Context: an optimization exercise on an open-source flow, tuned for small area. The choices shown serve that exercise and are no tape-out recipe. At most, simulation tests tie the RTL to the original design; equivalence was not proved. The RTL of runs 3 to 5 was laid out without a check of its function. No activity file was given, so power comes from the tool's default toggle rates.

[flow/run.sh]
#!/bin/bash
# Standard ORFS layout, except that after the standard synthesis every
# combinational cell is set to its smallest drive strength; the flow's own
# repair steps then size up only what timing needs.
set -euo pipefail
W=$(pwd)
R=$W/orfs/results/$FLOW_PLATFORM/alu_system/base
LIB=$FLOW_HOME/platforms/$FLOW_PLATFORM/lib/sky130_fd_sc_hd__tt_025C_1v80.lib
bash standard.sh synth > $W/flow_synth.log 2>&1
cp $R/1_2_yosys.v $W/1_2_yosys_orig.v
python3 $W/flow/downsize.py $LIB $R/1_2_yosys.v > $W/flow_downsize.log 2>&1
rm -f $R/1_synth.odb
bash standard.sh REMOVE_ABC_BUFFERS=1 "BUFFER_PORTS_ARGS=-buffer_cell sky130_fd_sc_hd__buf_2" finish > $W/flow_finish.log 2>&1
[flow/downsize.py]
# Rewrites a Yosys netlist so that every combinational cell uses the smallest-area
# variant of its function (same cell family, different drive strength).
# Registers keep their cell types. Usage: downsize.py LIB NETLIST
import re, sys
lib = open(sys.argv[1]).read()
area = {m.group(1): float(m.group(2)) for m in
        re.finditer(r'cell\s*\(\s*"?(sky130_fd_sc_hd__\w+)"?\s*\)\s*\{.*?area\s*:\s*([\d.]+)', lib, re.S)}
skip = re.compile(r'sky130_fd_sc_hd__(s?e?df|dl|sdl|clk|tap|fill|decap|conb|lpflow|probe|fa_|ha_|maj)')
fam = {}
for c in area:
    m = re.match(r'(sky130_fd_sc_hd__\w+?)_(\d+)$', c)
    if m and not skip.match(c):
        fam.setdefault(m.group(1), []).append(c)
best = {}
for f, cells in fam.items():
    b = min(cells, key=lambda c: (area[c], int(c.rsplit('_', 1)[1])))
    for c in cells:
        if c != b and area[c] > area[b]:
            best[c] = b
text = open(sys.argv[2]).read()
n = [0]
def sub(m):
    c = m.group(1)
    if c in best:
        n[0] += 1
        return best[c] + m.group(2)
    return m.group(0)
text = re.sub(r'\b(sky130_fd_sc_hd__\w+)(\s+[\\\w])', sub, text)
open(sys.argv[2], 'w').write(text)
print("downsized", n[0], "cells")
[standard.sh]
#!/bin/bash
# synth_recipe.tcl (not shown) runs the flow's synth.tcl, then flattens the netlist and writes it again
# the make line also repeats each setting of config.mk as NAME=value (left out here)
make -C /OpenROAD-flow-scripts/flow DESIGN_CONFIG=/design/flow/config.mk WORK_HOME=/design/flow/orfs CLKGATE_MAP_FILE= SYNTH_SCRIPT=/design/flow/synth_recipe.tcl "${@:-finish}"
[config.mk]
export PLATFORM = sky130hd
export DESIGN_NAME = alu_system
export DESIGN_NICKNAME = alu_system
export VERILOG_FILES = /design/flow/design.v
export SDC_FILE = /design/flow/constraint.sdc
export NUM_CORES = 4
export LEC_CHECK = 0
export CAP_MARGIN = 20
export CORE_MARGIN = 2
export CORE_UTILIZATION = 70
export CTS_BUF_LIST = sky130_fd_sc_hd__clkbuf_16
export CTS_CLUSTER_DIAMETER = 100
export CTS_CLUSTER_SIZE = 28
export GPL_TIMING_DRIVEN = 0
export SETUP_SLACK_MARGIN = 0.1
export SLEW_MARGIN = 20
export SYNTH_HIERARCHICAL = 1
export SYNTH_MINIMUM_KEEP_SIZE = 0
[constraint.sdc]
create_clock -name core_clock -period 10.0 [get_ports {clk}]
set_input_delay 2.0000 -clock core_clock [delete_from_list [all_inputs] [get_ports {clk}]]
set_output_delay 2.0000 -clock core_clock [all_outputs]
set_load 0.01 [all_outputs]
[design.v]
`default_nettype none
package alu_system_pkg;
    localparam int DATA_W    = 8;
    localparam int IR_W      = 16;
    localparam int MEM_DEPTH = 256;
    localparam int MAX_REGS  = 4;    
    typedef logic [DATA_W-1:0] data_t;
    typedef logic [IR_W-1:0]   ir_t;
    typedef enum logic [1:0] {
        FUN_DEC   = 2'd0,
        FUN_INC   = 2'd1,
        FUN_LOAD  = 2'd2,
        FUN_CLEAR = 2'd3
    } reg_fun_e;
    typedef enum logic [3:0] {
        OP_PASS_A = 4'd0,
        OP_PASS_B = 4'd1,
        OP_NOT_A  = 4'd2,
        OP_NOT_B  = 4'd3,
        OP_ADD    = 4'd4,
        OP_ADC    = 4'd5,    
        OP_SUB    = 4'd6,
        OP_AND    = 4'd7,
        OP_OR     = 4'd8,
        OP_XOR    = 4'd9,
        OP_LSL    = 4'd10,
        OP_LSR    = 4'd11,
        OP_ASL    = 4'd12,
        OP_ASR    = 4'd13,
        OP_ROL    = 4'd14,   
        OP_ROR    = 4'd15
    } alu_op_e;
    typedef struct packed {
        logic z;
        logic n;
        logic c;
        logic o;
    } flags_t;
    typedef struct packed {
        reg_fun_e            fun;
        logic [MAX_REGS-1:0] load_n;     
        logic [1:0]          sel_a;
        logic [1:0]          sel_b;
    } bank_ctrl_t;
    typedef struct packed {
        bank_ctrl_t rf;
        bank_ctrl_t arf;
        logic [1:0] mux_a_sel;
        logic [1:0] mux_b_sel;
        logic       mux_c_sel;
        alu_op_e    alu_op;
        logic       flag_we;
        reg_fun_e   ir_fun;
        logic       ir_low;
        logic       ir_en;
        logic       mem_wr;
        logic       mem_cs_n;
    } ctrl_t;
endpackage
`default_nettype wire
`default_nettype none
module reg_bank #(
    parameter int NUM_REGS = 4
) (
    input  wire                       clk,
    input  wire                       reset,
    input  alu_system_pkg::bank_ctrl_t i_ctrl,
    input  alu_system_pkg::data_t      i_data,
    output alu_system_pkg::data_t      o_a,
    output alu_system_pkg::data_t      o_b
);
    localparam int unsigned FOLD = alu_system_pkg::MAX_REGS - NUM_REGS;
    alu_system_pkg::data_t regs [0:NUM_REGS-1];
    alu_system_pkg::data_t nxt  [0:NUM_REGS-1];
    function automatic logic [1:0] fold_sel(input logic [1:0] sel);
        fold_sel = (32'(sel) < FOLD) ? 2'd0 : 2'(32'(sel) - FOLD);
    endfunction
    alu_system_pkg::data_t ld_data;
    logic                  is_dec;
    assign ld_data = i_ctrl.fun[0] ? '0 : i_data;
    assign is_dec  = !i_ctrl.fun[0];
    always_comb
    begin
        for (int i = 0; i < NUM_REGS; i++)
        begin
            logic                  en;
            logic                  step;
            alu_system_pkg::data_t flip;
            en   = !i_ctrl.load_n[i];
            step = en & !i_ctrl.fun[1];
            for (int b = 0; b < alu_system_pkg::DATA_W; b++)
            begin
                flip[b] = step;
                step    = step & (regs[i][b] ^ is_dec);
            end
            nxt[i] = (en & i_ctrl.fun[1]) ? ld_data : (regs[i] ^ flip);
        end
    end
    always_ff @(posedge clk or posedge reset)
    begin
        if (reset)
        begin
            for (int i = 0; i < NUM_REGS; i++)
            begin
                regs[i] <= '0;
            end
        end
        else
        begin
            for (int i = 0; i < NUM_REGS; i++)
            begin
                regs[i] <= nxt[i];
            end
        end
    end
    assign o_a = regs[fold_sel(i_ctrl.sel_a)];
    assign o_b = regs[fold_sel(i_ctrl.sel_b)];
endmodule
`default_nettype wire
`default_nettype none
module instr_reg (
    input  wire                     clk,
    input  wire                     reset,
    input  wire                     i_en,
    input  alu_system_pkg::reg_fun_e i_fun,
    input  wire                     i_low,
    input  alu_system_pkg::data_t    i_data,
    output alu_system_pkg::ir_t      o_ir
);
    alu_system_pkg::ir_t ir_q;
    alu_system_pkg::ir_t ir_nxt;
    alu_system_pkg::ir_t flip;
    alu_system_pkg::ir_t ld_val;
    logic                step;
    logic                is_dec;
    logic                do_ld;
    always_comb
    begin
        is_dec = !i_fun[0];
        step   = i_en & !i_fun[1];
        for (int b = 0; b < alu_system_pkg::IR_W; b++)
        begin
            flip[b] = step;
            step    = step & (ir_q[b] ^ is_dec);
        end
        ld_val = i_fun[0] ? '0 :
                 (i_low ? {ir_q[15:8], i_data} : {i_data, ir_q[7:0]});
        do_ld  = i_en & i_fun[1];
        ir_nxt = do_ld ? ld_val : (ir_q ^ flip);
    end
    always_ff @(posedge clk or posedge reset)
    begin
        if (reset)
            ir_q <= '0;
        else
            ir_q <= ir_nxt;
    end
    assign o_ir = ir_q;
endmodule
`default_nettype wire
`default_nettype none
module bus_mux (
    input  wire [1:0]            i_mux_a_sel,
    input  wire [1:0]            i_mux_b_sel,
    input  wire                  i_mux_c_sel,
    input  alu_system_pkg::data_t i_alu,
    input  alu_system_pkg::data_t i_arf_c,
    input  alu_system_pkg::data_t i_rf_a,
    input  alu_system_pkg::data_t i_mem,
    input  alu_system_pkg::ir_t   i_ir,
    output alu_system_pkg::data_t o_rf_data,
    output alu_system_pkg::data_t o_arf_data,
    output alu_system_pkg::data_t o_alu_a
);
    alu_system_pkg::data_t ir_low;
    assign ir_low = i_ir[alu_system_pkg::DATA_W-1:0];
    always_comb
    begin
        case (i_mux_a_sel)
            2'd0:    o_rf_data = i_alu;
            2'd1:    o_rf_data = i_arf_c;
            2'd2:    o_rf_data = i_mem;
            default: o_rf_data = ir_low;
        endcase
        case (i_mux_b_sel)
            2'd0,
            2'd1:    o_arf_data = i_alu;
            2'd2:    o_arf_data = i_mem;
            default: o_arf_data = ir_low;
        endcase
        o_alu_a = i_mux_c_sel ? i_rf_a : i_arf_c;    
    end
endmodule
`default_nettype wire
`default_nettype none
module alu_unit (
    input  wire                     clk,
    input  wire                     reset,
    input  alu_system_pkg::alu_op_e  i_op,
    input  wire                     i_flag_we,
    input  alu_system_pkg::data_t    i_a,
    input  alu_system_pkg::data_t    i_b,
    output alu_system_pkg::data_t    o_result,
    output alu_system_pkg::flags_t   o_flags
);
    localparam int MSB = alu_system_pkg::DATA_W - 1;
    alu_system_pkg::flags_t        flags_q;
    alu_system_pkg::flags_t        flags_nxt;
    alu_system_pkg::data_t         result;
    alu_system_pkg::data_t         b_op;
    logic          cin;
    logic [alu_system_pkg::DATA_W:0] sum;
    always_comb
    begin
        b_op = (i_op == alu_system_pkg::OP_SUB) ? ~i_b : i_b;
        cin  = (i_op == alu_system_pkg::OP_SUB) | ((i_op == alu_system_pkg::OP_ADC) & flags_q.c);
        sum  = {1'b0, i_a} + {1'b0, b_op} + {{alu_system_pkg::DATA_W{1'b0}}, cin};
    end
    always_comb
    begin
        flags_nxt = flags_q;     
        case (i_op)
            alu_system_pkg::OP_PASS_A: result = i_a;
            alu_system_pkg::OP_PASS_B: result = i_b;
            alu_system_pkg::OP_NOT_A:  result = ~i_a;
            alu_system_pkg::OP_NOT_B:  result = ~i_b;
            alu_system_pkg::OP_ADD,
            alu_system_pkg::OP_ADC:
            begin
                result      = sum[MSB:0];
                flags_nxt.c = sum[alu_system_pkg::DATA_W];
                flags_nxt.o = (i_a[MSB] == i_b[MSB]) && (result[MSB] != i_a[MSB]);
            end
            alu_system_pkg::OP_SUB:
            begin
                result      = sum[MSB:0];
                flags_nxt.c = sum[alu_system_pkg::DATA_W];
                flags_nxt.o = (i_a[MSB] != i_b[MSB]) && (result[MSB] != i_a[MSB]);
            end
            alu_system_pkg::OP_AND:    result = i_a & i_b;
            alu_system_pkg::OP_OR:     result = i_a | i_b;
            alu_system_pkg::OP_XOR:    result = i_a ^ i_b;
            alu_system_pkg::OP_LSL:
            begin
                result      = {i_a[MSB-1:0], 1'b0};
                flags_nxt.c = i_a[MSB];
            end
            alu_system_pkg::OP_LSR:
            begin
                result      = {1'b0, i_a[MSB:1]};
                flags_nxt.c = i_a[0];
            end
            alu_system_pkg::OP_ASL:
            begin
                result      = {i_a[MSB-1:0], 1'b0};
                flags_nxt.c = i_a[MSB];
                flags_nxt.o = i_a[MSB] ^ i_a[MSB-1];    
            end
            alu_system_pkg::OP_ASR:
            begin
                result      = {i_a[MSB], i_a[MSB:1]};
                flags_nxt.c = i_a[0];
            end
            alu_system_pkg::OP_ROL:
            begin
                result      = {i_a[MSB-1:0], flags_q.c};
                flags_nxt.c = i_a[MSB];
            end
            default:     
            begin
                result      = {flags_q.c, i_a[MSB:1]};
                flags_nxt.c = i_a[0];
            end
        endcase
        flags_nxt.z = (result == '0);
        flags_nxt.n = result[MSB];
    end
    always_ff @(posedge clk or posedge reset)
    begin
        if (reset)
            flags_q <= '0;
        else if (i_flag_we)
            flags_q <= flags_nxt;
    end
    assign o_result = result;
    assign o_flags  = flags_q;
endmodule
`default_nettype wire
`default_nettype none
module mem_row (
    input  wire                   clk,
    input  wire                   i_sel_n,
    input  wire                   i_wen,
    input  alu_system_pkg::data_t i_col,
    output alu_system_pkg::data_t o_q
);
    alu_system_pkg::data_t q;
    always_ff @(posedge clk)
    begin
        q <= ~((q | {8{i_wen}}) & (i_col | {8{i_sel_n}}));
    end
    assign o_q = q;
endmodule
module mem_dec (
    input  alu_system_pkg::data_t i_addr,
    input  wire                   i_wr,
    input  wire                   i_cs_n,
    output logic [255:0]          o_sel_n,
    output logic [255:0]          o_wen
);
    logic [15:0] hi;
    logic [15:0] lo;
    always_comb
    begin
        for (int i = 0; i < 16; i++)
        begin
            hi[i] = (i_addr[7:4] == 4'(i)) & !i_cs_n;
            lo[i] = (i_addr[3:0] == 4'(i));
        end
        for (int r = 0; r < 256; r++)
        begin
            o_sel_n[r] = !(hi[r / 16] & lo[r % 16]);
            o_wen[r]   = hi[r / 16] & lo[r % 16] & i_wr;
        end
    end
endmodule
module mem_read (
    input  wire [255:0]           i_sel_n,
    input  wire [2047:0]          i_q,
    output alu_system_pkg::data_t o_rd
);
    always_comb
    begin
        o_rd = '1;
        for (int r = 0; r < 256; r++)
        begin
            o_rd = o_rd & (i_q[r*8 +: 8] | {8{i_sel_n[r]}});
        end
    end
endmodule
module data_memory (
    input  wire                  clk,
    input  alu_system_pkg::data_t i_addr,
    input  alu_system_pkg::data_t i_wdata,
    input  wire                  i_wr,
    input  wire                  i_cs_n,
    output alu_system_pkg::data_t o_rdata
);
    logic [255:0]          sel_n;
    logic [255:0]          wen;
    logic [2047:0]         q;
    alu_system_pkg::data_t col;      
    alu_system_pkg::data_t rd;
    logic                  ph;       
    always_ff @(posedge clk)
    begin
        ph <= !ph;
    end
    assign col = i_wr ? (i_wdata ^ {8{ph}}) : '1;
    mem_dec dec0 (
        .i_addr(i_addr), .i_wr(i_wr), .i_cs_n(i_cs_n), .o_sel_n(sel_n), .o_wen(wen)
    );
    for (genvar r = 0; r < 256; r++)
    begin : g_row
        mem_row row (
            .clk(clk), .i_sel_n(sel_n[r]), .i_wen(wen[r]), .i_col(col), .o_q(q[r*8 +: 8])
        );
    end
    mem_read rd0 (.i_sel_n(sel_n), .i_q(q), .o_rd(rd));
    assign o_rdata = (!i_cs_n && !i_wr) ? (rd ^ {8{ph}}) : '0;
endmodule
`default_nettype wire
`default_nettype none
module alu_system (
    input  wire         clk,
    input  wire         reset,
    input  wire  [35:0] i_ctrl,
    output logic [7:0]  o_alu_out,
    output logic [3:0]  o_flags,
    output logic [7:0]  o_address,
    output logic [7:0]  o_mem_data,
    output logic [15:0] o_ir
);
    alu_system_pkg::ctrl_t ctrl;
    assign ctrl = alu_system_pkg::ctrl_t'(i_ctrl);
    alu_system_pkg::data_t rf_data;
    alu_system_pkg::data_t arf_data;
    alu_system_pkg::data_t rf_a;
    alu_system_pkg::data_t rf_b;
    alu_system_pkg::data_t arf_c;
    alu_system_pkg::data_t alu_a;
    reg_bank #(.NUM_REGS(4)) rf0 (
        .clk(clk), .reset(reset), .i_ctrl(ctrl.rf), .i_data(rf_data),
        .o_a(rf_a), .o_b(rf_b)
    );
    reg_bank #(.NUM_REGS(3)) arf0 (
        .clk(clk), .reset(reset), .i_ctrl(ctrl.arf), .i_data(arf_data),
        .o_a(arf_c), .o_b(o_address)
    );
    instr_reg ir0 (
        .clk(clk), .reset(reset), .i_en(ctrl.ir_en), .i_fun(ctrl.ir_fun),
        .i_low(ctrl.ir_low), .i_data(o_mem_data), .o_ir(o_ir)
    );
    bus_mux mux0 (
        .i_mux_a_sel(ctrl.mux_a_sel), .i_mux_b_sel(ctrl.mux_b_sel),
        .i_mux_c_sel(ctrl.mux_c_sel), .i_alu(o_alu_out), .i_arf_c(arf_c),
        .i_rf_a(rf_a), .i_mem(o_mem_data), .i_ir(o_ir),
        .o_rf_data(rf_data), .o_arf_data(arf_data), .o_alu_a(alu_a)
    );
    alu_unit alu0 (
        .clk(clk), .reset(reset), .i_op(ctrl.alu_op), .i_flag_we(ctrl.flag_we),
        .i_a(alu_a), .i_b(rf_b), .o_result(o_alu_out), .o_flags(o_flags)
    );
    data_memory mem0 (
        .clk(clk), .i_addr(o_address), .i_wdata(o_alu_out), .i_wr(ctrl.mem_wr),
        .i_cs_n(ctrl.mem_cs_n), .o_rdata(o_mem_data)
    );
endmodule
`default_nettype wire
==> metrics.md, run 1 <==
| Metric | Value |
|---|---|
| Path depth of the worst reg2reg path | `20` |
| Max-slew headroom | `0.139` |
| Post-synthesis to final-layout area growth | `6.74%` |
| CP bufs+invs | `7` |
| H-tree depth | `3` |
| FF+latch area | `42900 sq um` |
| Core area | `111000 sq um` |
| Largest net degree at the start of global routing | `59` |
| Achievable clock frequency | `102 MHz` |
| Total power | `19.6 mW` |
| Max-slew violations | `0` |
| RR Endpoint | `rf0.regs[1][6]$_DFF_PP0_` |
| Final non-filler cell total | `9097` |
| Final nets | `7658` |
| Crit path cell chain | `buf_2 -> nor2_1 -> a21oi_1 -> nor3_2 -> buf_4 -> buf_6 -> buf_6 -> buf_4 -> buf_4 -> nand3_1 -> o22ai_1 -> nor2_1 -> nand4_1 -> nor4_2 -> and4_1 -> xnor2_1 -> nor2_1 -> buf_2` |
| Grt ovf | `0` |
| Metal2 WL | `109000 um` |
| Via count | `69851` |
| Final Hold Slack | `448 ps` |
| Clock Path Buffers | `3` |
| Synthesized area per cell | `9.40 sq um` |
| Pre-antenna DRT Iters | `10` |
| # DRC | `0` |
| M1 WL | `98200 um` |
| Die area | `115000 sq um` |
| Worst Path Arrival | `7830 ps` |
| Hold Path Sink | `mem0.g_row[185].row.q[4]$_DFF_P_` |
| Fillers | `7934` |
| Avg WL per Cell | `27.2 um` |
| Mapped cell area | `78300 sq um` |
| Top routing layer used | `met5` |
| Final period util | `0.983` |
| CP startpoint kind | `input port` |
| DP HPWL | `163000 um` |
| Maxcap violations | `0` |
| # hold bufs at CTS | `0` |
| Worst Skew | `41.4 ps` |
| Tightest Pin Transition | `1280 ps` |
| Worst R2R Setup Slack | `3250 ps` |
| Placed insts | `8993` |
| Multi-input logic area | `33200 sq um` |
| Worst-Skew Late Latency | `730 ps` |
| Num CTS Buffers | `86` |
| Vias in the first global route | `63501` |
| Hold Crit Class | `reg -> reg` |
| Fraction of layout cells with a size suffix above 1 | `0.0937` |
| Min cycle time layout | `9830 ps` |
| Cts repair resizes | `0` |
| Clock sinks | `2125` |
| Site Rows | `122` |
| Critical Path Max Stage Delay | `980 ps` |
| Overall routing resource usage | `0.413` |
| Die Ht | `338 um` |
| Outcome | `complete, no violations` |
| Syn Inst Count | `8325` |
| Crit path max fanout | `16` |
| First-pass GRT wire length | `379000 um` |
| Final GP Congestion | `0.913` |
| CP top delay family | `simple AND/OR/NAND/NOR gates` |
| Hold Path Cell Cnt | `1` |
| Initial antenna violation count | `8` |
| Hold path start | `mem0.g_row[185].row.q[4]$_DFF_P_` |
| CTS tree | `done` |
| Final Hold Fails | `0` |
| Final ANT Viol Nets | `0` |
| Pleak | `30.2 nW` |
| Initial core utilization | `0.706` |
| Final setup fails | `0` |
| CP endpoint kind | `output pin` |
| Root buf cell | `clkbuf_16` |
| Kind of critical path | `in -> out` |
| Met3 wire len | `26800 um` |
| Ys Warns | `19` |
| Post-CTS setup buffer count | `0` |
| Port Buffers | `80` |
| Routed vias/inst | `7.68` |
| Final setup TNS | `0 ps` |
| DRT iter0 DRCs | `9236` |
| Origin of the critical flop-to-flop path | `arf0.regs[2][6]$_DFF_PP0_` |
| Unrepaired setup endpoints after global routing | `no` |
| PD cells | `234 nW/um^2` |
| Maximum VDD drop | `185 uV` |
| Max stage delay cell, worst path | `nor4_2` |
| Die X | `338 um` |
| I/O Pins | `82` |
| Required @ worst endpoint | `8000 ps` |
| Worst-path clk slew | `100 ps` |
| Drt total wl | `248000 um` |
==> flip-flops by register name, indices dropped and copies added, names as in the netlist <==
register          cells
mem0.g_row.row.q   2048
alu0.flags_q          4
rf0.regs             32
mem0.ph               1
arf0.regs            24
ir0.ir_q             16
==> how the worst max path moves through the flow <==
stage / start / end / slack, ps / cells after the start
floorplan: i_ctrl[16] / o_mem_data[0] / -400 / 11
global placement: i_ctrl[16] / o_mem_data[6] / -11510 / 13
detailed placement: i_ctrl[17] / o_mem_data[7] / 390 / 15
CTS: i_ctrl[17] / o_mem_data[7] / 360 / 15
global route: i_ctrl[17] / o_mem_data[5] / 140 / 17
finish: i_ctrl[17] / o_mem_data[6] / 170 / 18
==> per-layer routing <==
layer | GRT usage | vias up
li1 | - | 31048
met1 | 0.572 | 33692
met2 | 0.620 | 4182
met3 | 0.0825 | 923
met4 | 0.205 | 6
met5 | 0 | -
==> stage by stage <==
| stage | worst slack, ps | cell area (sq um) | utilization |
|---|---|---|---|
| after global placement | -11510 | 76500 | 0.690 |
| after floorplan | -403 | 74200 | - |
| after global routing | 142 | 83600 | 0.754 |
| after detailed placement | 392 | 81000 | 0.731 |
| after CTS | 360 | 83400 | 0.752 |
| final | 167 | 83600 | 0.754 |
==> power breakdown <==
group | switching, mW | total, mW | internal (mW)
Combinational | 2.99 | 4.71 | 1.72
Sequential | 0.835 | 10.6 | 9.81
Clock | 2.60 | 4.22 | 1.62
==> layout by cell type (no fill, tap or decap), types with 76 or more instances in the layout <==
cell type and count:
dfxtp_1 2049, dfrtp_1 76, nand3_1 285, buf_2 92, nand4_1 147, clkbuf_16 89
a21oi_1 77, o22ai_1 3087, nor2_1 600, nor4_2 273
==> layout make-up <==
type	count	share of cell area
diodes	2	0.0000599
clock buffers	89	0.0267
clock inverters	11	0.00115
inverters	35	0.00157
multi-input cells	5103	0.397
flip-flops and latches	2125	0.514
well taps	1488	0.0223
repair buffers	244	0.0372
==> run 2, diff against run 1 <==
--- a/config.mk
+++ b/config.mk
@@ -8,5 +8,5 @@
 export CAP_MARGIN = 20
 export CORE_MARGIN = 2
-export CORE_UTILIZATION = 70
+export CORE_UTILIZATION = 60
 export CTS_BUF_LIST = sky130_fd_sc_hd__clkbuf_16
 export CTS_CLUSTER_DIAMETER = 100
==> metrics.md, run 2 <==
| Metric | Value |
|---|---|
| Outcome | `complete, no violations` |
| Site Rows | `132 (+8.2%)` |
| Initial antenna violation count | `8 (unchanged)` |
| Most frequent cells in the layout | `o22ai_1, dfxtp_1, nor2_1` |
| Fraction of layout cells with a size suffix above 1 | `0.0946 (+0.000833)` |
| Largest net degree at the start of global routing | `57 (-3.4%)` |
| CP top delay family | `simple AND/OR/NAND/NOR gates` |
| CP startpoint kind | `input port` |
| FF+latch area | `42900 sq um (unchanged)` |
| Area post-placement | `81600 sq um (+0.67%)` |
| Path depth of the worst reg2reg path | `20 (unchanged)` |
| Mapped cell area | `78300 sq um (unchanged)` |
| Final nets | `7664 (+0.078%)` |
| # hold bufs at CTS | `0 (unchanged)` |
| Post-synthesis to final-layout area growth | `7.47%` |
| Core area | `129000 sq um (+17%)` |
| Achievable clock frequency | `101 MHz (-0.71%)` |
| Initial core utilization | `0.605 (-0.102)` |
| Vias in the first global route | `62109 (-2.2%)` |
| Routed vias/inst | `7.33 (-4.5%)` |
| Fillers | `10624 (+34%)` |
| Min cycle time layout | `9900 ps (+70.4 ps)` |
| Unrepaired setup endpoints after global routing | `no` |
| Crit path max fanout | `16 (unchanged)` |
| Final setup TNS | `0 ps (unchanged)` |
| Tightest Pin Transition | `1200 ps (-75.9 ps)` |
| Origin of the critical flop-to-flop path | `arf0.regs[1][7]$_DFF_PP0_` |
| Placed insts | `9254 (+2.9%)` |
| Design Area, Final | `84100 sq um (+0.69%)` |
| CP bufs+invs | `7 (unchanged)` |
| Num CTS Buffers | `87 (+1.2%)` |
| Worst R2R Setup Slack | `3160 ps (-90 ps)` |
| Port Buffers | `80 (unchanged)` |
| Post-layout utilization of the core | `0.650 (-0.104)` |
| Max-slew violations | `0 (unchanged)` |
| I/O Pins | `82 (unchanged)` |
| H-tree depth | `3 (unchanged)` |
| Clock sinks | `2125 (unchanged)` |
| Drt total wl | `253000 um (+2.0%)` |
| Cts repair resizes | `0 (unchanged)` |
| Pleak | `30.3 nW (+0.38%)` |
| # DRC | `0 (unchanged)` |
| Ys Warns | `19 (unchanged)` |
| Hold Path Cell Cnt | `1 (unchanged)` |
| Overall routing resource usage | `0.366 (-0.0476)` |
| Most flops, register | `mem0.g_row.row.q` |
| Metal2 WL | `113000 um (+4.0%)` |
| DRT iter0 DRCs | `8102 (-12%)` |
| Syn Inst Count | `8325 (unchanged)` |
| Max-slew headroom | `0.191 (+0.0510)` |
| First-pass GRT wire length | `382000 um (+0.88%)` |
| Die area | `133000 sq um (+16%)` |
| Final ANT Viol Nets | `0 (unchanged)` |
| Multi-input logic area | `33200 sq um (about the same)` |
| Max stage delay cell, worst path | `nor4_2` |
| DP HPWL | `166000 um (+1.8%)` |
| Met3 wire len | `23500 um (-12%)` |
| Hold Crit Class | `reg -> reg` |
| Maximum VDD drop | `184 uV (-0.31%)` |
| Hold path start | `mem0.g_row[231].row.q[0]$_DFF_P_` |
| Worst Skew | `45.4 ps (+3.97 ps)` |
| CTS tree | `done` |
| Worst Path Arrival | `7900 ps (+70 ps)` |
| Most common cell after layout, fill and taps aside | `o22ai_1` |
| Die Ht | `365 um (+7.9%)` |
| PD cells | `234 nW/um^2 (about the same)` |
| Final period util | `0.990 (+0.00704)` |
| Hold Path Sink | `mem0.g_row[231].row.q[0]$_DFF_P_` |
| Grt ovf | `0 (unchanged)` |
| Crit path cell chain | `buf_2 -> nor2_1 -> a21oi_1 -> nor3b_2 -> buf_6 -> buf_6 -> buf_6 -> buf_4 -> buf_4 -> nand3_1 -> o22ai_1 -> nor2_1 -> nand4_1 -> nor4_2 -> and4_1 -> xnor2_1 -> nor2_1 -> buf_2` |
| RR Endpoint | `rf0.regs[1][3]$_DFF_PP0_` |
| Final non-filler cell total | `9357 (+2.9%)` |
| Post-CTS setup buffer count | `0 (unchanged)` |
| Die X | `365 um (+7.9%)` |
| Final Hold Slack | `448 ps (+0.0360 ps)` |
| Root buf cell | `clkbuf_16` |
| Pre-antenna DRT Iters | `8 (-2)` |
| Final setup fails | `0 (unchanged)` |
| Worst-path clk slew | `100 ps (about the same)` |
| Worst-Skew Late Latency | `750 ps (+20 ps)` |
| Avg WL per Cell | `27.0 um (-0.83%)` |
| Max reg flops | `2048 (unchanged)` |
| Kind of critical path | `in -> out` |
| Largest regs | `mem0.g_row.row.q (2048), rf0.regs (32), arf0.regs (24)` |
| Maxcap violations | `0 (unchanged)` |
| Final GP Congestion | `0.881 (-3.4%)` |
| Critical Path Max Stage Delay | `880 ps (-100 ps)` |
| Clock Path Buffers | `3 (unchanged)` |
| Top routing layer used | `met5` |
| CP endpoint kind | `output pin` |
| Via count | `68621 (-1.8%)` |
| M1 WL | `107000 um (+8.4%)` |
| Final Hold Fails | `0 (unchanged)` |
| Synthesized area per cell | `9.40 sq um (unchanged)` |
| Required @ worst endpoint | `8000 ps (about the same)` |
run 2: worst max-delay path by stage:
stage	endpoint	slack (ps)	depth (start not counted)	startpoint
floorplan	o_mem_data[0]	-400	11	i_ctrl[16]
global placement	o_mem_data[5]	-12050	13	i_ctrl[16]
detailed placement	o_mem_data[4]	170	16	i_ctrl[17]
CTS	o_mem_data[4]	180	16	i_ctrl[17]
global route	o_mem_data[6]	140	18	i_ctrl[17]
finish	o_mem_data[3]	100	18	i_ctrl[17]
run 2: cell type report:
| cell class | instances | share of cell area |
|---|---|---|
| Sequential cell | 2125 | 0.510 |
| Multi-Input combinational cell | 5103 | 0.394 |
| Timing Repair Buffer | 249 | 0.0394 |
| Clock buffer | 91 | 0.0271 |
| Tap cell | 1742 | 0.0259 |
| Inverter | 35 | 0.00156 |
| Clock inverter | 11 | 0.00132 |
| Antenna cell | 1 | 0.0000297 |
run 2: metrics by stage:
step           setup WS [ps]  total power, mW
2_1_floorplan           -403             13.0
3_3_place_gp          -12050             14.6
3_5_place_dp             173             15.4
4_1_cts                  176             19.6
5_1_grt                  143             20.3
6_report                97.1             19.7
run 2: power by group:
group	switching [mW]	total (mW)	internal, mW
clock	2.64	4.30	1.66
sequential	0.817	10.6	9.81
combinational	3.01	4.76	1.76
total	6.46	19.7	13.2
run 2: per-layer routing:
layer / track usage / vias up
li1: - / 31095
met5: 0 / -
met2: 0.559 / 3357
met1: 0.522 / 33615
met4: 0.132 / 10
met3: 0.0615 / 544
==> run 3, diff against run 2 <==
--- a/design.v
+++ b/design.v
@@ -68,5 +68,6 @@
     input  alu_system_pkg::data_t      i_data,
     output alu_system_pkg::data_t      o_a,
-    output alu_system_pkg::data_t      o_b
+    output alu_system_pkg::data_t      o_b,
+    output logic [8*NUM_REGS-1:0]      o_regs
 );
     localparam int unsigned FOLD = alu_system_pkg::MAX_REGS - NUM_REGS;
@@ -114,4 +115,8 @@
         end
     end
+    for (genvar i = 0; i < NUM_REGS; i++)
+    begin : g_out
+        assign o_regs[8*i +: 8] = regs[i];
+    end
     assign o_a = regs[fold_sel(i_ctrl.sel_a)];
     assign o_b = regs[fold_sel(i_ctrl.sel_b)];
@@ -303,5 +308,6 @@
 endmodule
 module mem_dec (
-    input  alu_system_pkg::data_t i_addr,
+    input  wire [23:0]            i_arf,      
+    input  wire [1:0]             i_sel,      
     input  wire                   i_wr,
     input  wire                   i_cs_n,
@@ -311,10 +317,20 @@
     logic [15:0] hi;
     logic [15:0] lo;
+    logic [2:0]  pick;           
     always_comb
     begin
+        pick[0] = !i_sel[1];
+        pick[1] = i_sel[1] & !i_sel[0];
+        pick[2] = i_sel[1] & i_sel[0];
+        hi = '0;
+        lo = '0;
         for (int i = 0; i < 16; i++)
         begin
-            hi[i] = (i_addr[7:4] == 4'(i)) & !i_cs_n;
-            lo[i] = (i_addr[3:0] == 4'(i));
+            for (int r = 0; r < 3; r++)
+            begin
+                hi[i] = hi[i] | (pick[r] & (i_arf[8*r+4 +: 4] == 4'(i)));
+                lo[i] = lo[i] | (pick[r] & (i_arf[8*r +: 4] == 4'(i)));
+            end
+            hi[i] = hi[i] & !i_cs_n;
         end
         for (int r = 0; r < 256; r++)
@@ -341,5 +357,6 @@
 module data_memory (
     input  wire                  clk,
-    input  alu_system_pkg::data_t i_addr,
+    input  wire [23:0]           i_arf,      
+    input  wire [1:0]            i_sel,      
     input  alu_system_pkg::data_t i_wdata,
     input  wire                  i_wr,
@@ -359,5 +376,5 @@
     assign col = i_wr ? (i_wdata ^ {8{ph}}) : '1;
     mem_dec dec0 (
-        .i_addr(i_addr), .i_wr(i_wr), .i_cs_n(i_cs_n), .o_sel_n(sel_n), .o_wen(wen)
+        .i_arf(i_arf), .i_sel(i_sel), .i_wr(i_wr), .i_cs_n(i_cs_n), .o_sel_n(sel_n), .o_wen(wen)
     );
     for (genvar r = 0; r < 256; r++)
@@ -390,11 +407,12 @@
     alu_system_pkg::data_t arf_c;
     alu_system_pkg::data_t alu_a;
+    logic [23:0]           arf_regs;     
     reg_bank #(.NUM_REGS(4)) rf0 (
         .clk(clk), .reset(reset), .i_ctrl(ctrl.rf), .i_data(rf_data),
-        .o_a(rf_a), .o_b(rf_b)
+        .o_a(rf_a), .o_b(rf_b), .o_regs()
     );
     reg_bank #(.NUM_REGS(3)) arf0 (
         .clk(clk), .reset(reset), .i_ctrl(ctrl.arf), .i_data(arf_data),
-        .o_a(arf_c), .o_b(o_address)
+        .o_a(arf_c), .o_b(o_address), .o_regs(arf_regs)
     );
     instr_reg ir0 (
@@ -413,5 +431,5 @@
     );
     data_memory mem0 (
-        .clk(clk), .i_addr(o_address), .i_wdata(o_alu_out), .i_wr(ctrl.mem_wr),
+        .clk(clk), .i_arf(arf_regs), .i_sel(ctrl.arf.sel_b), .i_wdata(o_alu_out), .i_wr(ctrl.mem_wr),
         .i_cs_n(ctrl.mem_cs_n), .o_rdata(o_mem_data)
     );
--- a/config.mk
+++ b/config.mk
@@ -8,10 +8,9 @@
 export CAP_MARGIN = 20
 export CORE_MARGIN = 2
-export CORE_UTILIZATION = 60
+export CORE_UTILIZATION = 70
 export CTS_BUF_LIST = sky130_fd_sc_hd__clkbuf_16
 export CTS_CLUSTER_DIAMETER = 100
 export CTS_CLUSTER_SIZE = 28
 export GPL_TIMING_DRIVEN = 0
-export SETUP_SLACK_MARGIN = 0.1
 export SLEW_MARGIN = 20
 export SYNTH_HIERARCHICAL = 1
==> metrics.md, run 3 <==
| Metric | Value |
|---|---|
| Outcome | `complete, but fails checks` |
| SO Faults | `negative setup slack` |
| GRT met2 Usage | `0.633 (+0.0736)` |
| Final period util | `1.03 (+0.0379)` |
| Fraction of layout cells with a size suffix above 1 | `0.0920 (-0.00253)` |
| Hold path start | `mem0.g_row[28].row.q[4]$_DFF_P_` |
| Root buf cell | `clkbuf_16` |
| Die area | `117000 sq um (-12%)` |
| Final Hold Fails | `0 (unchanged)` |
| Pre-antenna DRT Iters | `13 (+5)` |
| Hold Path Cell Cnt | `1 (unchanged)` |
| Final setup TNS | `-727 ps (-727 ps)` |
| Grt ovf | `0 (unchanged)` |
| Design Area, Final | `85500 sq um (+1.7%)` |
| Hold Crit Class | `reg -> reg` |
| Post-route worst setup slack | `-282 ps (-379 ps)` |
| Core area | `114000 sq um (-12%)` |
| Crit path max fanout | `69 (+53)` |
| I/O Pins | `82 (unchanged)` |
| Worst-path clk slew | `100 ps (about the same)` |
| Maximum VDD drop | `183 uV (-0.78%)` |
| Post-synthesis to final-layout area growth | `6.83%` |
| Vias in the first global route | `66103 (+6.4%)` |
| Ys Warns | `19 (unchanged)` |
| # hold bufs at CTS | `0 (unchanged)` |
| Final GP Congestion | `0.987 (+12%)` |
| CP startpoint kind | `input port` |
| Synthesized area per cell | `9.42 sq um (+0.22%)` |
| Worst-Skew Late Latency | `760 ps (about the same)` |
| FF+latch area | `42900 sq um (unchanged)` |
| Most common cell after layout, fill and taps aside | `o22ai_1` |
| Met1 Resource Use GR | `0.619 (+0.0965)` |
| Fillers | `8059 (-24%)` |
| Final nets | `7885 (+2.9%)` |
| DRT iter0 DRCs | `12031 (+48%)` |
| Max-slew violations | `0 (unchanged)` |
| Final ANT Viol Nets | `0 (unchanged)` |
| Tightest Pin Transition | `1320 ps (+118 ps)` |
| Pre-CTS setup slack | `-160 ps (-333 ps)` |
| Origin of the critical flop-to-flop path | `arf0.regs[0][0]$_DFF_PP0_` |
| Initial core utilization | `0.703 (+0.0985)` |
| Met3 usage | `0.189 (+0.128)` |
| Area post-placement | `82500 sq um (+1.1%)` |
| DP HPWL | `192000 um (+16%)` |
| CTS tree | `done` |
| Achievable clock frequency | `97.3 MHz (-3.7%)` |
| Die X | `342 um (-6.3%)` |
| Port Buffers | `80 (unchanged)` |
| Worst Path Arrival | `8280 ps (+380 ps)` |
| Unrepaired setup endpoints after global routing | `no` |
| Maxcap violations | `0 (unchanged)` |
| Final setup fails | `6 (+6)` |
| Most flops, register | `mem0.g_row.row.q` |
| Pleak | `33.1 nW (+9.2%)` |
| Initial antenna violation count | `15 (+7)` |
| Mapped cell area | `80100 sq um (+2.3%)` |
| Min cycle time layout | `10280 ps (+379 ps)` |
| Via count | `74318 (+8.3%)` |
| Required @ worst endpoint | `8000 ps (about the same)` |
| PD cells | `228 nW/um^2 (-2.4%)` |
| Clock Path Buffers | `3 (unchanged)` |
| Total power | `19.5 mW (-0.75%)` |
| First-pass GRT wire length | `418000 um (+9.5%)` |
| Syn Inst Count | `8496 (+2.1%)` |
| Worst Skew | `47.7 ps (+2.26 ps)` |
| Clock sinks | `2125 (unchanged)` |
| Routed vias/inst | `7.94 (+8.2%)` |
| Worst R2R Setup Slack | `2520 ps (-640 ps)` |
| Overall routing resource usage | `0.466 (+0.100)` |
| Drt total wl | `286000 um (+13%)` |
| Path depth of the worst reg2reg path | `17 (-15%)` |
| Die Ht | `342 um (-6.3%)` |
| H-tree depth | `3 (unchanged)` |
| Num CTS Buffers | `87 (unchanged)` |
| Hold Path Sink | `mem0.g_row[28].row.q[4]$_DFF_P_` |
| Avg WL per Cell | `30.5 um (+13%)` |
| CP endpoint kind | `output pin` |
| Most frequent cells in the layout | `o22ai_1, dfxtp_1, nor2_1` |
| Kind of critical path | `in -> out` |
| Global routing's busiest layer | `met2` |
| Largest regs | `mem0.g_row.row.q (2048), rf0.regs (32), arf0.regs (24)` |
| Largest net degree at the start of global routing | `70 (+23%)` |
| Max-slew headroom | `0.111 (-0.0793)` |
| Post-layout utilization of the core | `0.751 (+0.101)` |
| # DRC | `0 (unchanged)` |
| RR Endpoint | `rf0.regs[0][1]$_DFF_PP0_` |
| Multi-input logic area | `34800 sq um (+4.8%)` |
| Max reg flops | `2048 (unchanged)` |
| Site Rows | `124 (-6.1%)` |
## run 3: where the power goes
part,leakage (nW),switching (mW),total (mW),internal [mW]
logic,12.3,2.64,4.31,1.66
clock network,1.17,2.64,4.27,1.63
registers,19.6,1.05,11.0,9.92
total,33.1,6.33,19.5,13.2
## run 3: worst max-delay path: stages
cell	delay, ps
buf_4	550
nor3b_1	370
a222oi_1	770
buf_2	320
buf_2	220
buf_2	190
clkdlybuf4s18_2	290
a21o_1	380
o22ai_1	170
nor2_1	210
nand4_1	340
nor4_1	1100
and4_1	480
xnor2_1	110
nor2_1	490
buf_2	240
## run 3: worst max path at each step
stage,from,slack [ps],to,depth (start not counted)
after floorplan,i_ctrl[10],430,mem0.g_row[0].row.q[6]$_DFF_P_,12
after global placement,i_ctrl[10],-4150,mem0.g_row[196].row.q[1]$_DFF_P_,12
after detailed placement,i_ctrl[17],-160,o_mem_data[7],14
after CTS,i_ctrl[16],190,o_mem_data[6],16
after global routing,i_ctrl[17],20,o_mem_data[5],16
final,i_ctrl[17],-280,o_mem_data[1],16
## run 3: repair_timing
item / CTS / global route
gates resized for setup: 3 / 8
setup endpoints to repair: 4 / 8
gates cloned: 0 / 0
buffers inserted: 0 / 0
## run 3: layout make-up
cell class / instances / share of cell area
Sequential cell: 2125 / 0.502
Clock inverter: 12 / 0.00146
Clock buffer: 89 / 0.0260
Inverter: 36 / 0.00158
Timing Repair Buffer: 280 / 0.0399
Tap cell: 1512 / 0.0221
Antenna cell: 16 / 0.000468
Multi-Input combinational cell: 5292 / 0.407
## run 3: metrics by stage
step	instances	hold slack, ps
2_1_floorplan	7453	422
3_3_place_gp	9045	430
3_5_place_dp	9238	437
4_1_cts	9339	451
5_1_grt	9348	457
6_report	9362	448
## run 3: layer usage
| layer | vias to the layer above | wire length (um) |
|---|---|---|
| met5 | - | 499 |
| met4 | 27 | 21700 |
| met3 | 1438 | 43700 |
| met2 | 5562 | 114000 |
| met1 | 35348 | 106000 |
| li1 | 31943 | - |
==> run 4, diff against run 3 <==
--- a/design.v
+++ b/design.v
@@ -68,34 +68,11 @@
     input  alu_system_pkg::data_t      i_data,
     output alu_system_pkg::data_t      o_a,
-    output alu_system_pkg::data_t      o_b,
-    output logic [8*NUM_REGS-1:0]      o_regs
+    output alu_system_pkg::data_t      o_b
 );
     localparam int unsigned FOLD = alu_system_pkg::MAX_REGS - NUM_REGS;
     alu_system_pkg::data_t regs [0:NUM_REGS-1];
-    alu_system_pkg::data_t nxt  [0:NUM_REGS-1];
     function automatic logic [1:0] fold_sel(input logic [1:0] sel);
         fold_sel = (32'(sel) < FOLD) ? 2'd0 : 2'(32'(sel) - FOLD);
     endfunction
-    alu_system_pkg::data_t ld_data;
-    logic                  is_dec;
-    assign ld_data = i_ctrl.fun[0] ? '0 : i_data;
-    assign is_dec  = !i_ctrl.fun[0];
-    always_comb
-    begin
-        for (int i = 0; i < NUM_REGS; i++)
-        begin
-            logic                  en;
-            logic                  step;
-            alu_system_pkg::data_t flip;
-            en   = !i_ctrl.load_n[i];
-            step = en & !i_ctrl.fun[1];
-            for (int b = 0; b < alu_system_pkg::DATA_W; b++)
-            begin
-                flip[b] = step;
-                step    = step & (regs[i][b] ^ is_dec);
-            end
-            nxt[i] = (en & i_ctrl.fun[1]) ? ld_data : (regs[i] ^ flip);
-        end
-    end
     always_ff @(posedge clk or posedge reset)
     begin
@@ -111,12 +88,17 @@
             for (int i = 0; i < NUM_REGS; i++)
             begin
-                regs[i] <= nxt[i];
+                if (!i_ctrl.load_n[i])
+                begin
+                    case (i_ctrl.fun)
+                        alu_system_pkg::FUN_DEC:   regs[i] <= regs[i] - 8'd1;    
+                        alu_system_pkg::FUN_INC:   regs[i] <= regs[i] + 8'd1;
+                        alu_system_pkg::FUN_LOAD:  regs[i] <= i_data;
+                        alu_system_pkg::FUN_CLEAR: regs[i] <= '0;
+                        default:   regs[i] <= regs[i];
+                    endcase
+                end
             end
         end
     end
-    for (genvar i = 0; i < NUM_REGS; i++)
-    begin : g_out
-        assign o_regs[8*i +: 8] = regs[i];
-    end
     assign o_a = regs[fold_sel(i_ctrl.sel_a)];
     assign o_b = regs[fold_sel(i_ctrl.sel_b)];
@@ -134,30 +116,26 @@
 );
     alu_system_pkg::ir_t ir_q;
-    alu_system_pkg::ir_t ir_nxt;
-    alu_system_pkg::ir_t flip;
-    alu_system_pkg::ir_t ld_val;
-    logic                step;
-    logic                is_dec;
-    logic                do_ld;
-    always_comb
-    begin
-        is_dec = !i_fun[0];
-        step   = i_en & !i_fun[1];
-        for (int b = 0; b < alu_system_pkg::IR_W; b++)
-        begin
-            flip[b] = step;
-            step    = step & (ir_q[b] ^ is_dec);
-        end
-        ld_val = i_fun[0] ? '0 :
-                 (i_low ? {ir_q[15:8], i_data} : {i_data, ir_q[7:0]});
-        do_ld  = i_en & i_fun[1];
-        ir_nxt = do_ld ? ld_val : (ir_q ^ flip);
-    end
     always_ff @(posedge clk or posedge reset)
     begin
         if (reset)
+        begin
             ir_q <= '0;
-        else
-            ir_q <= ir_nxt;
+        end
+        else if (i_en)
+        begin
+            case (i_fun)
+                alu_system_pkg::FUN_DEC:   ir_q <= ir_q - 16'd1;
+                alu_system_pkg::FUN_INC:   ir_q <= ir_q + 16'd1;
+                alu_system_pkg::FUN_LOAD:
+                begin
+                    if (i_low)
+                        ir_q[alu_system_pkg::DATA_W-1:0] <= i_data;     
+                    else
+                        ir_q[alu_system_pkg::IR_W-1:alu_system_pkg::DATA_W] <= i_data;
+                end
+                alu_system_pkg::FUN_CLEAR: ir_q <= '0;
+                default:   ir_q <= ir_q;
+            endcase
+        end
     end
     assign o_ir = ir_q;
@@ -308,6 +286,5 @@
 endmodule
 module mem_dec (
-    input  wire [23:0]            i_arf,      
-    input  wire [1:0]             i_sel,      
+    input  alu_system_pkg::data_t i_addr,
     input  wire                   i_wr,
     input  wire                   i_cs_n,
@@ -317,20 +294,10 @@
     logic [15:0] hi;
     logic [15:0] lo;
-    logic [2:0]  pick;           
     always_comb
     begin
-        pick[0] = !i_sel[1];
-        pick[1] = i_sel[1] & !i_sel[0];
-        pick[2] = i_sel[1] & i_sel[0];
-        hi = '0;
-        lo = '0;
         for (int i = 0; i < 16; i++)
         begin
-            for (int r = 0; r < 3; r++)
-            begin
-                hi[i] = hi[i] | (pick[r] & (i_arf[8*r+4 +: 4] == 4'(i)));
-                lo[i] = lo[i] | (pick[r] & (i_arf[8*r +: 4] == 4'(i)));
-            end
-            hi[i] = hi[i] & !i_cs_n;
+            hi[i] = (i_addr[7:4] == 4'(i)) & !i_cs_n;
+            lo[i] = (i_addr[3:0] == 4'(i));
         end
         for (int r = 0; r < 256; r++)
@@ -357,6 +324,5 @@
 module data_memory (
     input  wire                  clk,
-    input  wire [23:0]           i_arf,      
-    input  wire [1:0]            i_sel,      
+    input  alu_system_pkg::data_t i_addr,
     input  alu_system_pkg::data_t i_wdata,
     input  wire                  i_wr,
@@ -376,5 +342,5 @@
     assign col = i_wr ? (i_wdata ^ {8{ph}}) : '1;
     mem_dec dec0 (
-        .i_arf(i_arf), .i_sel(i_sel), .i_wr(i_wr), .i_cs_n(i_cs_n), .o_sel_n(sel_n), .o_wen(wen)
+        .i_addr(i_addr), .i_wr(i_wr), .i_cs_n(i_cs_n), .o_sel_n(sel_n), .o_wen(wen)
     );
     for (genvar r = 0; r < 256; r++)
@@ -407,12 +373,11 @@
     alu_system_pkg::data_t arf_c;
     alu_system_pkg::data_t alu_a;
-    logic [23:0]           arf_regs;     
     reg_bank #(.NUM_REGS(4)) rf0 (
         .clk(clk), .reset(reset), .i_ctrl(ctrl.rf), .i_data(rf_data),
-        .o_a(rf_a), .o_b(rf_b), .o_regs()
+        .o_a(rf_a), .o_b(rf_b)
     );
     reg_bank #(.NUM_REGS(3)) arf0 (
         .clk(clk), .reset(reset), .i_ctrl(ctrl.arf), .i_data(arf_data),
-        .o_a(arf_c), .o_b(o_address), .o_regs(arf_regs)
+        .o_a(arf_c), .o_b(o_address)
     );
     instr_reg ir0 (
@@ -431,5 +396,5 @@
     );
     data_memory mem0 (
-        .clk(clk), .i_arf(arf_regs), .i_sel(ctrl.arf.sel_b), .i_wdata(o_alu_out), .i_wr(ctrl.mem_wr),
+        .clk(clk), .i_addr(o_address), .i_wdata(o_alu_out), .i_wr(ctrl.mem_wr),
         .i_cs_n(ctrl.mem_cs_n), .o_rdata(o_mem_data)
     );
--- a/flow/run.sh
+++ b/flow/run.sh
@@ -11,3 +11,3 @@
 python3 $W/flow/downsize.py $LIB $R/1_2_yosys.v > $W/flow_downsize.log 2>&1
 rm -f $R/1_synth.odb
-bash standard.sh REMOVE_ABC_BUFFERS=1 "BUFFER_PORTS_ARGS=-buffer_cell sky130_fd_sc_hd__buf_2" finish > $W/flow_finish.log 2>&1
+bash standard.sh "BUFFER_PORTS_ARGS=-buffer_cell sky130_fd_sc_hd__buf_2" RECOVER_POWER=100 finish > $W/flow_finish.log 2>&1
--- a/config.mk
+++ b/config.mk
@@ -8,9 +8,7 @@
 export CAP_MARGIN = 20
 export CORE_MARGIN = 2
-export CORE_UTILIZATION = 70
-export CTS_BUF_LIST = sky130_fd_sc_hd__clkbuf_16
-export CTS_CLUSTER_DIAMETER = 100
-export CTS_CLUSTER_SIZE = 28
-export GPL_TIMING_DRIVEN = 0
+export CORE_UTILIZATION = 40
+export CTS_BUF_LIST = sky130_fd_sc_hd__clkbuf_8
+export CTS_CLUSTER_SIZE = 30
 export SLEW_MARGIN = 20
 export SYNTH_HIERARCHICAL = 1
==> metrics.md, run 4 <==
| Metric | Value |
|---|---|
| Outcome | `complete, but fails checks` |
| SO Faults | `max-capacitance violations, max-slew violations` |
| Worst-Skew Late Latency | `1080 ps (+320 ps)` |
| CP startpoint kind | `input port` |
| Int Pwr | `16.8 mW (+27%)` |
| Grt ovf | `0 (unchanged)` |
| # hold bufs at CTS | `0 (unchanged)` |
| Tightest Pin Transition | `4150 ps (+2830 ps)` |
| Syn Inst Count | `8415 (-0.95%)` |
| CP Capture Point | `o_mem_data[7]` |
| Maximum VDD drop | `189 uV (+3.4%)` |
| CTS tree | `done` |
| Die Ht | `449 um (+31%)` |
| Initial antenna violation count | `4 (-11)` |
| Clock sinks | `2125 (unchanged)` |
| Post-CTS setup buffer count | `0 (unchanged)` |
| Synthesized area per cell | `9.40 sq um (-0.29%)` |
| Clock Path Buffers | `4 (+1)` |
| Worst Path Arrival | `7620 ps (-660 ps)` |
| Maxcap violations | `16 (+16)` |
| DP HPWL | `162000 um (-16%)` |
| Hold Crit Class | `reg -> reg` |
| Final nets | `8335 (+5.7%)` |
| Root buf cell | `clkbuf_8` |
| Achievable clock frequency | `104 MHz (+6.9%)` |
| Fillers | `18505 (+130%)` |
| Most frequent cells in the layout | `o22ai_1, dfxtp_1, nor2_1` |
| Worst Skew | `86.0 ps (+38.4 ps)` |
| Kind of critical path | `in -> out` |
| Vias in the first global route | `66814 (+1.1%)` |
| Core area | `197000 sq um (+73%)` |
| Min cycle time layout | `9620 ps (-663 ps)` |
| Worst-path clk slew | `60 ps (-40 ps)` |
| Unrepaired setup endpoints after global routing | `no` |
| # DRC | `0 (unchanged)` |
| Final ANT Viol Nets | `0 (unchanged)` |
| Crit path max fanout | `16 (-77%)` |
| Site Rows | `163 (+31%)` |
| Worst R2R Setup Slack | `2690 ps (+170 ps)` |
| Ys Warns | `17 (-2)` |
| Final Hold Fails | `0 (unchanged)` |
| Critical Path Max Stage Delay | `1190 ps (+90 ps)` |
| Critical path launch point | `i_ctrl[17]` |
| Cts repair resizes | `0 (-3)` |
| Final period util | `0.962 (-0.0663)` |
| Clock power frac | `0.306 (+0.087)` |
| Reg power frac | `0.447 (-0.114)` |
| First-pass GRT wire length | `408000 um (-2.3%)` |
| Sw power | `8.76 mW (+38%)` |
| Die X | `449 um (+31%)` |
| I/O Pins | `82 (unchanged)` |
| PD cells | `283 nW/um^2 (+24%)` |
| Mapped cell area | `79100 sq um (-1.2%)` |
| Max-slew headroom | `-1.77 (-1.88)` |
| Initial core utilization | `0.402 (-0.301)` |
| Drt total wl | `270000 um (-5.6%)` |
| Routed vias/inst | `6.44 (-19%)` |
| Origin of the critical flop-to-flop path | `rf0.regs[3][0]$_DFFE_PP0N_` |
| RR Endpoint | `mem0.g_row[9].row.q[1]$_DFF_P_` |
| Combinational fraction of design power | `0.247 (+0.027)` |
| Die area | `201000 sq um (+72%)` |
| Final GP Congestion | `0.914 (-7.4%)` |
| Crit path cell chain | `buf_2 -> nor2_1 -> a21oi_1 -> clkbuf_1 -> nor2b_4 -> clkbuf_1 -> nand3_1 -> o22ai_1 -> nor2_1 -> nand4_1 -> nor4_1 -> and4_1 -> xnor2_1 -> nor2_1 -> clkbuf_1` |
| Max reg flops | `2048 (unchanged)` |
| Most flops, register | `mem0.g_row.row.q` |
| DRT iter0 DRCs | `7099 (-41%)` |
| Sw Ratio | `0.342 (+0.0183)` |
| Overall routing resource usage | `0.256 (-0.210)` |
| Largest net degree at the start of global routing | `145 (+110%)` |
| Post-layout utilization of the core | `0.460 (-0.292)` |
| Num CTS Buffers | `365 (+320%)` |
| Port Buffers | `80 (unchanged)` |
| CP endpoint kind | `output pin` |
| Fraction of layout cells with a size suffix above 1 | `0.140 (+0.0478)` |
| Avg WL per Cell | `24.3 um (-21%)` |
| Required @ worst endpoint | `8000 ps (about the same)` |
| Max stage delay cell, worst path | `nor4_1` |
| Pleak | `34.0 nW (+2.7%)` |
| Final setup TNS | `0 ps (+727 ps)` |
| Most common cell after layout, fill and taps aside | `o22ai_1` |
| Hold path start | `mem0.g_row[215].row.q[7]$_DFF_P_` |
| Via count | `71554 (-3.7%)` |
| Max-slew violations | `1298 (+1298)` |
| Post-synthesis to final-layout area growth | `14.4%` |
| Path depth of the worst reg2reg path | `12 (-5)` |
| Final setup fails | `0 (-6)` |
| Pre-antenna DRT Iters | `8 (-5)` |
| Largest regs | `mem0.g_row.row.q (2048), rf0.regs (32), arf0.regs (24)` |
| H-tree depth | `5 (+2)` |
==> run 4: metrics by stage <==
step                hold slack [ps]  total power, mW  instances  cell area, sq um  worst slack (ps)
detailed placement              437             17.8      10487             83200               835
global route                    452             26.6      11117             90400               384
floorplan                       422             15.1       8415             79100               233
finish                          440             25.6      11117             90400               381
CTS                             445             25.5      11111             90400               849
global placement                430             17.4      10479             82400               901
==> run 4: worst max-delay path, delay by kind of cell <==
family | cells | cell delay [ps]
compound gates | 2 | 350
xor+xnor | 1 | 130
buf+inv | 4 | 1500
simple gates | 8 | 3580
==> run 4: worst min-delay path by stage <==
stage / to / slack [ps] / depth (start not counted)
after floorplan: mem0.g_row[100].row.q[6]$_DFF_P_ / 420 / 1
after global placement: mem0.g_row[28].row.q[2]$_DFF_P_ / 430 / 1
after detailed placement: mem0.g_row[108].row.q[2]$_DFF_P_ / 440 / 1
after CTS: mem0.g_row[104].row.q[0]$_DFF_P_ / 440 / 1
after global routing: mem0.g_row[43].row.q[7]$_DFF_P_ / 450 / 1
final: mem0.g_row[215].row.q[7]$_DFF_P_ / 440 / 1
==> run 4: layout make-up <==
type / instances / area [sq um] / share of cell area
inverter: 51 / 191 / 0.00212
multi-input combinational: 5199 / 33300 / 0.368
tap: 2640 / 3300 / 0.0365
sequential: 2125 / 42900 / 0.475
clock inverter: 165 / 916 / 0.0101
clock buffer: 459 / 6320 / 0.0698
antenna: 2 / 5.00 / 0.0000553
timing repair buffer: 476 / 3500 / 0.0387
==> run 4: metal layers <==
layer  wire length (um)  share of wire  GRT usage
met1             117000           0.43      0.356
met2             119000           0.44      0.387
met3              23300          0.086     0.0514
met4               9730          0.036      0.104
met5                  0              0          0
==> run 4: power groups by stage <==
stage / registers (mW) / logic [mW] / clock network [mW]
floorplan: 11.3 / 3.75 / 0
global placement: 11.5 / 5.95 / 0
detailed placement: 11.6 / 6.19 / 0
CTS: 11.4 / 6.20 / 7.94
global route: 11.6 / 6.62 / 8.36
finish: 11.4 / 6.32 / 7.84
==> run 5, diff against run 4 <==
--- a/config.mk
+++ b/config.mk
@@ -9,6 +9,6 @@
 export CORE_MARGIN = 2
 export CORE_UTILIZATION = 40
-export CTS_BUF_LIST = sky130_fd_sc_hd__clkbuf_8
-export CTS_CLUSTER_SIZE = 30
+export CTS_BUF_LIST = sky130_fd_sc_hd__clkbuf_4
+export CTS_CLUSTER_SIZE = 16
 export SLEW_MARGIN = 20
 export SYNTH_HIERARCHICAL = 1
==> metrics.md, run 5 <==
| Metric | Value |
|---|---|
| Outcome | `complete, but fails checks` |
| SO Faults | `max-capacitance violations, max-slew violations` |
| CTS tree | `done` |
| Pre-antenna DRT Iters | `6 (-2)` |
| Fraction of layout cells with a size suffix above 1 | `0.175 (+0.0350)` |
| Overall routing resource usage | `0.259 (+0.00281)` |
| PD cells | `280 nW/um^2 (-1.1%)` |
| Worst Path Arrival | `7620 ps (about the same)` |
| # DRC | `0 (unchanged)` |
| Clock Path Buffers | `4 (unchanged)` |
| Most frequent cells in the layout | `o22ai_1, dfxtp_1, clkbuf_4` |
| Core area | `197000 sq um (unchanged)` |
| Most common cell after layout, fill and taps aside | `o22ai_1` |
| Drt total wl | `272000 um (+0.83%)` |
| Routed vias/inst | `6.38 (-0.90%)` |
| DRT iter0 DRCs | `7568 (+6.6%)` |
| Design Area, Final | `89900 sq um (-0.62%)` |
| Most flops, register | `mem0.g_row.row.q` |
| Min cycle time layout | `9620 ps (-1.78 ps)` |
| Initial core utilization | `0.402 (unchanged)` |
| Area post-placement | `83200 sq um (unchanged)` |
| Pleak | `33.9 nW (-0.27%)` |
| Mapped cell area | `79100 sq um (unchanged)` |
| Vias in the first global route | `68994 (+3.3%)` |
| I/O Pins | `82 (unchanged)` |
| Ys Warns | `17 (unchanged)` |
| Max-slew violations | `1736 (+34%)` |
| Final ANT Viol Nets | `0 (unchanged)` |
| Final GP Congestion | `0.914 (unchanged)` |
| DP HPWL | `162000 um (unchanged)` |
| Final non-filler cell total | `11424 (+2.8%)` |
| Via count | `72866 (+1.8%)` |
| Achievable clock frequency | `104 MHz (about the same)` |
| Initial antenna violation count | `10 (+6)` |
| Metal2 WL | `121000 um (+1.2%)` |
| Maximum VDD drop | `144 uV (-24%)` |
| Clock sinks | `2125 (unchanged)` |
| Root buf cell | `clkbuf_4` |
| Required @ worst endpoint | `8000 ps (about the same)` |
| Worst-Skew Late Latency | `1390 ps (+310 ps)` |
| CP startpoint kind | `input port` |
| First-pass GRT wire length | `413000 um (+1.2%)` |
| Unrepaired setup endpoints after global routing | `no` |
| Synthesized area per cell | `9.40 sq um (unchanged)` |
| Grt ovf | `0 (unchanged)` |
| Final setup TNS | `0 ps (unchanged)` |
| Hold Crit Class | `reg -> reg` |
| Die X | `449 um (unchanged)` |
| Final setup fails | `0 (unchanged)` |
| Worst-path clk slew | `50 ps (about the same)` |
| Port Buffers | `80 (unchanged)` |
| Top routing layer used | `met5` |
| Largest net degree at the start of global routing | `145 (unchanged)` |
| Critical Path Max Stage Delay | `1080 ps (-110 ps)` |
| Total power | `25.2 mW (-1.7%)` |
| Max-slew headroom | `-1.74 (+0.0235)` |
| Final nets | `8543 (+2.5%)` |
| Post-CTS setup buffer count | `0 (unchanged)` |
| Max stage delay cell, worst path | `nor4_1` |
| # hold bufs at CTS | `0 (unchanged)` |
| H-tree depth | `6 (+1)` |
| M1 WL | `116000 um (-0.95%)` |
| Placed insts | `10487 (unchanged)` |
| Final period util | `0.962 (about the same)` |
| Num CTS Buffers | `573 (+57%)` |
| Post-synthesis to final-layout area growth | `13.7%` |
| Crit path max fanout | `16 (unchanged)` |
| Maxcap violations | `22 (+6)` |
| Die area | `201000 sq um (unchanged)` |
| Avg WL per Cell | `23.8 um (-1.9%)` |
| Final Hold Fails | `0 (unchanged)` |
| Max reg flops | `2048 (unchanged)` |
| Cts repair resizes | `0 (unchanged)` |
| Site Rows | `163 (unchanged)` |
| CP endpoint kind | `output pin` |
| Met3 wire len | `24800 um (+6.6%)` |
| Tightest Pin Transition | `4110 ps (-35.3 ps)` |
| Die Ht | `449 um (unchanged)` |
| Largest regs | `mem0.g_row.row.q (2048), rf0.regs (32), arf0.regs (24)` |
| Syn Inst Count | `8415 (unchanged)` |
| Worst Skew | `104 ps (+17.9 ps)` |
| Kind of critical path | `in -> out` |
| Crit path cell chain | `buf_2 -> nor2_1 -> a21oi_1 -> clkbuf_1 -> nor2b_4 -> clkbuf_1 -> nand3_1 -> o22ai_1 -> nor2_1 -> nand4_1 -> nor4_1 -> and4_1 -> xnor2_1 -> nor2_1 -> clkbuf_1` |
-- run 5: changes by cell type in the layout (fill, tap and decap cells not counted), sizes merged --
cell and change:
clkinvlp -7, clkinv +35, buf -3, clkbuf +373, inv -95, bufinv -3
diode +7
-- run 5: cell type report --
| type | count | area, sq um |
|---|---|---|
| Clock inverter | 95 | 512 |
| Inverter | 51 | 191 |
| Sequential cell | 2125 | 42900 |
| Timing Repair Buffer | 476 | 3420 |
| Tap cell | 2640 | 3300 |
| Multi-Input combinational cell | 5199 | 33300 |
| Antenna cell | 9 | 22.5 |
| Fill cell | 18797 | 107000 |
| Clock buffer | 829 | 6220 |
-- run 5: critical path, delay by kind of cell --
kind            cells  cell delay, ps
simple gates        8            3560
xor+xnor            1             120
buf+inv             4            1530
compound gates      2             360
-- run 5: report_power, final --
part           leakage, nW  internal [mW]  switching (mW)  total, mW
Sequential            19.6           10.4            1.08       11.4
Combinational         10.2           2.15            4.14       6.29
Clock                 4.09           3.89            3.53       7.43
-- run 5: worst paths after layout --
path                                             startpoint                                to  slack [ps]  cells past startpoint
hold / removal             mem0.g_row[191].row.q[1]$_DFF_P_  mem0.g_row[191].row.q[1]$_DFF_P_         440                      1
min in group asynchronous                             reset       alu0.flags_q[3]$_DFFE_PP0P_         720                      2
max in group asynchronous                             reset        rf0.regs[0][5]$_DFFE_PP0N_        7340                      3
setup reg to reg                 rf0.regs[3][0]$_DFFE_PP0N_  mem0.g_row[127].row.q[2]$_DFF_P_        2350                     12
setup / recovery                                 i_ctrl[17]                     o_mem_data[0]         380                     15
hold reg to reg            mem0.g_row[191].row.q[1]$_DFF_P_  mem0.g_row[191].row.q[1]$_DFF_P_         440                      1
-- run 5: stage by stage --
step,setup slack [ps],hold slack [ps],utilization
finish,383,440,0.457
global route,351,453,0.457
CTS,839,445,0.457
detailed placement,835,437,0.423
global placement,901,430,0.419
floorplan,233,422,-
-- run 5: layer usage --
metal  vias up  GRT usage
li1      33340          -
met3       631     0.0589
met5         -          0
met1     35433      0.351
met4         4      0.115
met2      3458      0.391

separate check: timing with driven ports:
Ports are ideal in the flow. The routed layouts listed here were re-timed in OpenROAD. Step 1 assumes that a clkbuf_16 drives the clock port and a buf_2 every other input. Step 2, shift: input delay + t, output delay - t, t = (earliest + latest rising clock arrival at the registers) / 2. This alone moves slack from input paths to output paths. a / b / c = ideal ports / drivers / drivers and shift; a / b = the first two.
run | t (ns) | slack for setup (ns) | hold slack, ns | worst data-port slew with drivers (ns)
run 1 | 0.792 | 0.167 / 0.123 / 0.123 | 0.448 / 0.448 / 0.448 | 0.06
run 2 | 0.816 | 0.097 / 0.045 / 0.045 | 0.448 / 0.448 / 0.448 | 0.07
run 3 | 0.824 | -0.282 / -0.314 / -0.314 | 0.448 / 0.448 / 0.448 | 0.07
run 4 | 1.106 | 0.381 / 0.353 / -0.405 | 0.440 / 0.440 / 0.440 | 0.34
run 5 | 1.412 | 0.383 / 0.355 / -0.640 | 0.440 / 0.440 / 0.440 | 0.36
For run 5, which loses most, drivers alone change the setup slack by -0.028 ns; drivers and shift together by -1.023 ns.
